From an optimization exercise on the open Yosys and OpenROAD flow, aimed at small area and a short achievable clock period; shortcuts taken in it are not production practice.
Where RTL was checked, it was by simulation tests only, not by an equivalence proof against the original.
Power is estimated from default activity; no workload was simulated.

Setup of main:
==> module dp_core, before the edit <==
module dp_core (
  input  logic        clk,
  input  logic        nreset,
  input  logic        instr_valid_i,
  input  logic [31:0] instr_i,
  output logic        wb_valid_o,
  output logic [3:0]  wb_addr_o,
  output logic [31:0] wb_data_o,
  output logic [3:0]  flags_o
);
  logic [3:0]  opc, rn, rm, rd;
  logic        imm_sel;
  assign opc     = instr_i[24:21];
  assign rn      = instr_i[19:16];
  assign rd      = instr_i[15:12];
  assign rm      = instr_i[3:0];
  assign imm_sel = instr_i[25];
  logic d_wr, d_setf, d_arith, d_cin, d_inv, d_and, d_or, d_xor;
  always_comb begin
    d_wr = 1'b0; d_setf = 1'b0; d_arith = 1'b0; d_cin = 1'b0; d_inv = 1'b0;
    d_and = 1'b0; d_or = 1'b0; d_xor = 1'b0;
    case (opc)
      4'b0001: begin d_wr = 1'b1; d_setf = instr_i[20]; d_xor = 1'b1; end             
      4'b0010: begin d_wr = 1'b1; d_setf = instr_i[20]; d_arith = 1'b1;               
                     d_cin = 1'b1; d_inv = 1'b1; end
      4'b0100: begin d_wr = 1'b1; d_setf = instr_i[20]; d_arith = 1'b1; end           
      4'b1000: begin d_setf = 1'b1; d_and = 1'b1; end                                 
      4'b1001: begin d_setf = 1'b1; d_xor = 1'b1; end                                 
      4'b1010: begin d_setf = 1'b1; d_arith = 1'b1; d_cin = 1'b1; d_inv = 1'b1; end   
      4'b1100: begin d_wr = 1'b1; d_setf = instr_i[20]; d_or = 1'b1; end              
      4'b1101: begin d_wr = 1'b1; d_setf = instr_i[20]; end                           
      4'b1110: begin d_wr = 1'b1; d_setf = instr_i[20]; d_and = 1'b1; d_inv = 1'b1; end  
      4'b1111: begin d_wr = 1'b1; d_setf = instr_i[20]; d_inv = 1'b1; end             
      default: ;
    endcase
  end
  logic [15:0][31:0] regs;
  logic        wb_v;
  logic [3:0]  wb_a;
  logic [31:0] wb_d;
  always_ff @(posedge clk) begin
    for (int i = 0; i < 16; i++)
      if (wb_v && wb_a == i) regs[i] <= wb_d;
  end
  logic [15:0] sel1, sel2;
  logic [31:0] rd1, rd2;
  always_comb begin
    rd1 = '0;
    rd2 = '0;
    for (int i = 0; i < 16; i++) begin
      sel1[i] = (rn == i);
      sel2[i] = (rm == i);
      rd1 = rd1 | (regs[i] & {32{sel1[i]}});
      rd2 = rd2 | (regs[i] & {32{sel2[i]}});
    end
  end
  logic [31:0] op1_d, op2_d;
  assign op1_d = (wb_v && wb_a == rn) ? wb_d : rd1;
  assign op2_d = (imm_sel ? {24'b0, instr_i[7:0]}
                          : ((wb_v && wb_a == rm) ? wb_d : rd2)) ^ {32{d_inv}};
  logic        ex_v;
  logic [3:0]  ex_cond, ex_rd;
  logic        ex_wr, ex_setf, ex_arith, ex_cin, ex_inv, ex_and, ex_or, ex_xor;
  logic        f1_d, f2_d;
  logic [31:0] lres, res;
  logic [31:0] ex_a, ex_b;
  always_ff @(posedge clk) begin
    ex_v     <= nreset & instr_valid_i;
    ex_cond  <= instr_i[31:28];
    ex_rd    <= rd;
    ex_wr    <= d_wr;
    ex_setf  <= d_setf;
    ex_arith <= d_arith;
    ex_cin   <= d_cin;
    ex_inv   <= d_inv;
    ex_and   <= d_and;
    ex_or    <= d_or;
    ex_xor   <= d_xor;
    ex_a     <= f1_d ? res : op1_d;
    ex_b     <= f2_d ? (res ^ {32{d_inv}}) : op2_d;
  end
  logic [3:0]  fl;    
  logic        wr_now;
  logic [31:0] a, b;
  assign a = ex_a;
  assign b = ex_b;
  logic [32:0] sum;
  logic [32:0] pg_g [7];
  logic [32:0] pg_p [7];
  assign pg_g[0] = {a & b, ex_cin};
  assign pg_p[0] = {a ^ b, 1'b0};
  for (genvar l = 0; l < 6; l++) begin : g_ks
    for (genvar i = 0; i < 33; i++) begin : g_bit
      if (i >= (1 << l)) begin : g_op
        assign pg_g[l+1][i] = pg_g[l][i] | (pg_p[l][i] & pg_g[l][i-(1<<l)]);
        assign pg_p[l+1][i] = pg_p[l][i] & pg_p[l][i-(1<<l)];
      end else begin : g_pass
        assign pg_g[l+1][i] = pg_g[l][i];
        assign pg_p[l+1][i] = pg_p[l][i];
      end
    end
  end
  assign sum[31:0] = pg_p[0][32:1] ^ pg_g[6][31:0];
  assign sum[32]   = pg_g[6][32];
  always_comb begin
    if (ex_and)      lres = a & b;
    else if (ex_or)  lres = a | b;
    else if (ex_xor) lres = a ^ b;
    else             lres = b;
  end
  assign res = ex_arith ? sum[31:0] : lres;
  logic [3:0] fl_next;
  assign fl_next[3] = res[31];
  logic [31:0] zc;
  logic        z_add;
  assign zc     = {a[30:0] | b[30:0], ex_cin};
  assign z_add  = ((a ^ b) == zc);
  assign fl_next[2] = ex_arith ? z_add : (lres == 32'b0);
  assign fl_next[1] = ex_arith ? sum[32] : fl[1];
  assign fl_next[0] = ex_arith ? ((a[31] == b[31]) & (sum[31] != a[31])) : fl[0];
  logic pass;
  always_comb begin
    case (ex_cond)
      4'd0:  pass = fl[2];
      4'd1:  pass = ~fl[2];
      4'd2:  pass = fl[1];
      4'd3:  pass = ~fl[1];
      4'd4:  pass = fl[3];
      4'd5:  pass = ~fl[3];
      4'd6:  pass = fl[0];
      4'd7:  pass = ~fl[0];
      4'd8:  pass = fl[1] & ~fl[2];
      4'd9:  pass = ~fl[1] | fl[2];
      4'd10: pass = (fl[3] == fl[0]);
      4'd11: pass = (fl[3] != fl[0]);
      4'd12: pass = ~fl[2] & (fl[3] == fl[0]);
      4'd13: pass = fl[2] | (fl[3] != fl[0]);
      4'd14: pass = 1'b1;
      default: pass = 1'b0;
    endcase
  end
  logic commit;
  assign commit = ex_v & pass;
  assign wr_now = nreset & commit & ex_wr;
  assign f1_d   = wr_now & (ex_rd == rn);
  assign f2_d   = wr_now & (ex_rd == rm) & ~imm_sel;
  always_ff @(posedge clk) begin
    if (!nreset)               fl <= 4'b0;
    else if (commit & ex_setf) fl <= fl_next;
    wb_v <= wr_now;
    wb_a <= ex_rd;
    wb_d <= res;
  end
  assign wb_valid_o = wb_v;
  assign wb_addr_o  = wb_a;
  assign wb_data_o  = wb_d;
  assign flags_o    = fl;
endmodule
export LEC_CHECK = 0
export CAP_MARGIN = 20
export CORE_MARGIN = 2
export CORE_UTILIZATION = 40
export SETUP_SLACK_MARGIN = 3.5
export SLEW_MARGIN = 20
create_clock -name core_clock -period 6.5 [get_ports {clk}]
standard.sh (not shown) runs the stock make flow with config.mk's settings and CLKGATE_MAP_FILE= SYNTH_SCRIPT=/design/flow/synth_recipe.tcl, a recipe that flattens the netlist after the stock synthesis.
==> flow/flow/run.sh <==
#!/bin/bash
# The standard layout, with plain buf_2 port buffers in place of the
# delay cells buffer_ports picks by default
set -euo pipefail
export BUFFER_PORTS_ARGS="-buffer_cell sky130_fd_sc_hd__buf_2"
bash standard.sh > standard_flow.log 2>&1
> inputs changed (main -> the feature branch)
--- a/flow/design.v
+++ b/flow/design.v
@@ -106,14 +106,13 @@
   assign op1_d = (wb_v && wb_a == rn) ? wb_d : rd1;
   assign op2_d = (imm_sel ? {24'b0, instr_i[7:0]}
                           : ((wb_v && wb_a == rm) ? wb_d : rd2)) ^ {32{d_inv}};
   logic        ex_v;
   logic [3:0]  ex_cond, ex_rd;
   logic        ex_wr, ex_setf, ex_arith, ex_cin, ex_inv, ex_and, ex_or, ex_xor;
-  logic        f1_d, f2_d;
-  logic [31:0] lres, res;
+  logic        ex_f1, ex_f2;
   logic [31:0] ex_a, ex_b;
   always_ff @(posedge clk) begin
     ex_v     <= nreset & instr_valid_i;
     ex_cond  <= instr_i[31:28];
     ex_rd    <= rd;
     ex_wr    <= d_wr;
@@ -121,21 +120,24 @@
     ex_arith <= d_arith;
     ex_cin   <= d_cin;
     ex_inv   <= d_inv;
     ex_and   <= d_and;
     ex_or    <= d_or;
     ex_xor   <= d_xor;
-    ex_a     <= f1_d ? res : op1_d;
-    ex_b     <= f2_d ? (res ^ {32{d_inv}}) : op2_d;
+    ex_f1    <= wr_now & (ex_rd == rn);
+    ex_f2    <= wr_now & (ex_rd == rm) & ~imm_sel;
+    ex_a     <= op1_d;
+    ex_b     <= op2_d;
   end
   logic [3:0]  fl;    
   logic        wr_now;
   logic [31:0] a, b;
-  assign a = ex_a;
-  assign b = ex_b;
+  assign a = ex_f1 ? wb_d : ex_a;
+  assign b = ex_f2 ? (wb_d ^ {32{ex_inv}}) : ex_b;
   logic [32:0] sum;
+  logic [31:0] lres, res;
   logic [32:0] pg_g [7];
   logic [32:0] pg_p [7];
   assign pg_g[0] = {a & b, ex_cin};
   assign pg_p[0] = {a ^ b, 1'b0};
   for (genvar l = 0; l < 6; l++) begin : g_ks
     for (genvar i = 0; i < 33; i++) begin : g_bit
@@ -187,14 +189,12 @@
       default: pass = 1'b0;
     endcase
   end
   logic commit;
   assign commit = ex_v & pass;
   assign wr_now = nreset & commit & ex_wr;
-  assign f1_d   = wr_now & (ex_rd == rn);
-  assign f2_d   = wr_now & (ex_rd == rm) & ~imm_sel;
   always_ff @(posedge clk) begin
     if (!nreset)               fl <= 4'b0;
     else if (commit & ex_setf) fl <= fl_next;
     wb_v <= wr_now;
     wb_a <= ex_rd;
     wb_d <= res;
Results
The feature branch finished end to end and its layout was clean on timing, DRC and antenna. main reached the final stage; the timing, design-rule and antenna checks on its layout passed. Transition time at the pin with the least slew margin is lower on main. Against main, the feature branch comes in 0.42 points lower on met1 usage. main → the feature branch: total track usage picked up an extra 0.21 points; finished layout cell area moved down; total power was more or less identical; routed wire length went down by 1.0%. main ended up with input pin to flop as its kind of critical path; the feature branch ended up with flop to flop. NOTE: count of clock-buffer cells in the layout in the feature branch exceeds that of main.


Another version of the RTL of dp_core (not shown whole).
For scale: ~2600 cells after synthesis, roughly 31000 um2 of cells after synthesis.
==> module dp_core, before the edit <==
module dp_core (
  input  logic        clk,
  input  logic        nreset,
  input  logic        instr_valid_i,
  input  logic [31:0] instr_i,
  output logic        wb_valid_o,
  output logic [3:0]  wb_addr_o,
  output logic [31:0] wb_data_o,
  output logic [3:0]  flags_o
);
  logic [3:0]  opc, rn, rm, rd;
  logic        imm_sel;
  assign opc     = instr_i[24:21];
  assign rn      = instr_i[19:16];
  assign rd      = instr_i[15:12];
  assign rm      = instr_i[3:0];
  assign imm_sel = instr_i[25];
  logic d_wr, d_setf, d_arith, d_cin, d_inv, d_and, d_or, d_xor;
  always_comb begin
    d_wr = 1'b0; d_setf = 1'b0; d_arith = 1'b0; d_cin = 1'b0; d_inv = 1'b0;
    d_and = 1'b0; d_or = 1'b0; d_xor = 1'b0;
    case (opc)
      4'b0001: begin d_wr = 1'b1; d_setf = instr_i[20]; d_xor = 1'b1; end             
      4'b0010: begin d_wr = 1'b1; d_setf = instr_i[20]; d_arith = 1'b1;               
                     d_cin = 1'b1; d_inv = 1'b1; end
      4'b0100: begin d_wr = 1'b1; d_setf = instr_i[20]; d_arith = 1'b1; end           
      4'b1000: begin d_setf = 1'b1; d_and = 1'b1; end                                 
      4'b1001: begin d_setf = 1'b1; d_xor = 1'b1; end                                 
      4'b1010: begin d_setf = 1'b1; d_arith = 1'b1; d_cin = 1'b1; d_inv = 1'b1; end   
      4'b1100: begin d_wr = 1'b1; d_setf = instr_i[20]; d_or = 1'b1; end              
      4'b1101: begin d_wr = 1'b1; d_setf = instr_i[20]; end                           
      4'b1110: begin d_wr = 1'b1; d_setf = instr_i[20]; d_and = 1'b1; d_inv = 1'b1; end  
      4'b1111: begin d_wr = 1'b1; d_setf = instr_i[20]; d_inv = 1'b1; end             
      default: ;
    endcase
  end
  logic [15:0][31:0] regs;
  logic        wb_v;
  logic [3:0]  wb_a;
  logic [31:0] wb_d;
  always_ff @(posedge clk) begin
    for (int i = 0; i < 16; i++)
      if (wb_v && wb_a == i) regs[i] <= wb_d;
  end
  logic [15:0] sel1, sel2;
  logic [31:0] rd1, rd2;
  always_comb begin
    rd1 = '0;
    rd2 = '0;
    for (int i = 0; i < 16; i++) begin
      sel1[i] = (rn == i);
      sel2[i] = (rm == i);
      rd1 = rd1 | (regs[i] & {32{sel1[i]}});
      rd2 = rd2 | (regs[i] & {32{sel2[i]}});
    end
  end
  logic [31:0] op1_d, op2_d;
  assign op1_d = (wb_v && wb_a == rn) ? wb_d : rd1;
  assign op2_d = (imm_sel ? {24'b0, instr_i[7:0]}
                          : ((wb_v && wb_a == rm) ? wb_d : rd2)) ^ {32{d_inv}};
  logic        ex_v;
  logic [3:0]  ex_cond, ex_rd;
  logic        ex_wr, ex_setf, ex_arith, ex_cin, ex_inv, ex_and, ex_or, ex_xor;
  logic        ex_f1, ex_f2;
  logic [31:0] ex_a, ex_b;
  always_ff @(posedge clk) begin
    ex_v     <= nreset & instr_valid_i;
    ex_cond  <= instr_i[31:28];
    ex_rd    <= rd;
    ex_wr    <= d_wr;
    ex_setf  <= d_setf;
    ex_arith <= d_arith;
    ex_cin   <= d_cin;
    ex_inv   <= d_inv;
    ex_and   <= d_and;
    ex_or    <= d_or;
    ex_xor   <= d_xor;
    ex_f1    <= (ex_rd == rn);
    ex_f2    <= (ex_rd == rm) & ~imm_sel;
    ex_a     <= op1_d;
    ex_b     <= op2_d;
  end
  logic [3:0]  fl;    
  logic [31:0] a, b;
  assign a = (wb_v & ex_f1) ? wb_d : ex_a;
  assign b = (wb_v & ex_f2) ? (wb_d ^ {32{ex_inv}}) : ex_b;
  logic [32:0] sum;
  logic [31:0] lres, res;
  assign sum = {1'b0, a} + {1'b0, b} + {32'b0, ex_cin};
  always_comb begin
    if (ex_and)      lres = a & b;
    else if (ex_or)  lres = a | b;
    else if (ex_xor) lres = a ^ b;
    else             lres = b;
  end
  assign res = ex_arith ? sum[31:0] : lres;
  logic [3:0] fl_next;
  assign fl_next[3] = res[31];
  logic [31:0] zc;
  logic        z_add;
  assign zc     = {a[30:0] | b[30:0], ex_cin};
  assign z_add  = ((a ^ b) == zc);
  assign fl_next[2] = ex_arith ? z_add : (lres == 32'b0);
  assign fl_next[1] = ex_arith ? sum[32] : fl[1];
  assign fl_next[0] = ex_arith ? ((a[31] == b[31]) & (sum[31] != a[31])) : fl[0];
  logic pass;
  always_comb begin
    case (ex_cond)
      4'd0:  pass = fl[2];
      4'd1:  pass = ~fl[2];
      4'd2:  pass = fl[1];
      4'd3:  pass = ~fl[1];
      4'd4:  pass = fl[3];
      4'd5:  pass = ~fl[3];
      4'd6:  pass = fl[0];
      4'd7:  pass = ~fl[0];
      4'd8:  pass = fl[1] & ~fl[2];
      4'd9:  pass = ~fl[1] | fl[2];
      4'd10: pass = (fl[3] == fl[0]);
      4'd11: pass = (fl[3] != fl[0]);
      4'd12: pass = ~fl[2] & (fl[3] == fl[0]);
      4'd13: pass = fl[2] | (fl[3] != fl[0]);
      4'd14: pass = 1'b1;
      default: pass = 1'b0;
    endcase
  end
  logic commit;
  assign commit = ex_v & pass;
  always_ff @(posedge clk) begin
    if (!nreset)               fl <= 4'b0;
    else if (commit & ex_setf) fl <= fl_next;
    wb_v <= nreset & commit & ex_wr;
    wb_a <= ex_rd;
    wb_d <= res;
  end
  assign wb_valid_o = wb_v;
  assign wb_addr_o  = wb_a;
  assign wb_data_o  = wb_d;
  assign flags_o    = fl;
endmodule
Settings: LEC_CHECK=0, CAP_MARGIN=20, CORE_MARGIN=2, CORE_UTILIZATION=40, SLEW_MARGIN=20; clock period 6.5 ns.
run.sh (not shown) runs the stock make flow with config.mk's settings and CLKGATE_MAP_FILE= SYNTH_SCRIPT=/design/flow/synth_recipe.tcl, a recipe that flattens the netlist after the stock synthesis.
Stock flow here: none of the scripts above is used.
The starting point finished clean.
Change:
--- a/flow/design.v
+++ b/flow/design.v
@@ -81,32 +81,19 @@
       4'b1111: begin d_wr = 1'b1; d_setf = instr_i[20]; d_inv = 1'b1; end             
       default: ;
     endcase
   end
-  logic [15:0][31:0] regs;
+  logic [31:0] regs [16];
   logic        wb_v;
   logic [3:0]  wb_a;
   logic [31:0] wb_d;
   always_ff @(posedge clk) begin
-    for (int i = 0; i < 16; i++)
-      if (wb_v && wb_a == i) regs[i] <= wb_d;
-  end
-  logic [15:0] sel1, sel2;
-  logic [31:0] rd1, rd2;
-  always_comb begin
-    rd1 = '0;
-    rd2 = '0;
-    for (int i = 0; i < 16; i++) begin
-      sel1[i] = (rn == i);
-      sel2[i] = (rm == i);
-      rd1 = rd1 | (regs[i] & {32{sel1[i]}});
-      rd2 = rd2 | (regs[i] & {32{sel2[i]}});
-    end
+    if (wb_v) regs[wb_a] <= wb_d;
   end
   logic [31:0] op1_d, op2_d;
-  assign op1_d = (wb_v && wb_a == rn) ? wb_d : rd1;
+  assign op1_d = (wb_v && wb_a == rn) ? wb_d : regs[rn];
   assign op2_d = (imm_sel ? {24'b0, instr_i[7:0]}
-                          : ((wb_v && wb_a == rm) ? wb_d : rd2)) ^ {32{d_inv}};
+                          : ((wb_v && wb_a == rm) ? wb_d : regs[rm])) ^ {32{d_inv}};
   logic        ex_v;
   logic [3:0]  ex_cond, ex_rd;
   logic        ex_wr, ex_setf, ex_arith, ex_cin, ex_inv, ex_and, ex_or, ex_xor;
   logic        ex_f1, ex_f2;
@@ -143,13 +130,9 @@
   end
   assign res = ex_arith ? sum[31:0] : lres;
   logic [3:0] fl_next;
   assign fl_next[3] = res[31];
-  logic [31:0] zc;
-  logic        z_add;
-  assign zc     = {a[30:0] | b[30:0], ex_cin};
-  assign z_add  = ((a ^ b) == zc);
-  assign fl_next[2] = ex_arith ? z_add : (lres == 32'b0);
+  assign fl_next[2] = (res == 32'b0);
   assign fl_next[1] = ex_arith ? sum[32] : fl[1];
   assign fl_next[0] = ex_arith ? ((a[31] == b[31]) & (sum[31] != a[31])) : fl[0];
   logic pass;
   always_comb begin
Effect:
- power drops by 5.9%
- via count drops by 25%
- synthesized area climbs by 1.5%
- sequential share of layout area drops by 2.3 points
- worst hold slack barely changes
- routed wire length drops by 29%
No run of this note included a check of the RTL's function; only the layout flow was run.

-- re-timing with driven ports --
No port has a modelled driver above. Below, the same layouts with a new extraction and two added sets of constraints. Step 1 (the two cells are an assumption about what drives the block):
set clk [get_ports {clk}]
set_driving_cell -lib_cell sky130_fd_sc_hd__clkbuf_16 $clk
set_driving_cell -lib_cell sky130_fd_sc_hd__buf_2 [delete_from_list [all_inputs] $clk]
Step 2, shift: input delay + t, output delay - t, t = (earliest + latest rising clock arrival at the registers) / 2. This alone moves slack from input paths to output paths. Three values: no drivers, after step 1, after step 2; two values: the first two.
| run | shift t [ns] | setup slack, ns | worst setup path at the end | clock arrival spread, ns |
|---|---|---|---|---|
| main | 0.683 | 3.476 / 3.382 / 2.699 | input to register | 0.028 / 0.028 |
| the feature branch | 0.673 | 3.323 / 3.323 / 2.864 | input to register | 0.034 / 0.033 |
| the first run of note 2 | 0.682 | 1.368 / 1.368 / 1.365 | input to register | 0.029 / 0.029 |
| the second run of note 2 | 0.667 | 0.683 / 0.683 / 0.683 | register to register | 0.032 / 0.032 |
After both steps every run listed still meets setup and hold. For main, which loses most, drivers alone change the setup slack by -0.094 ns; drivers and shift together by -0.777 ns.
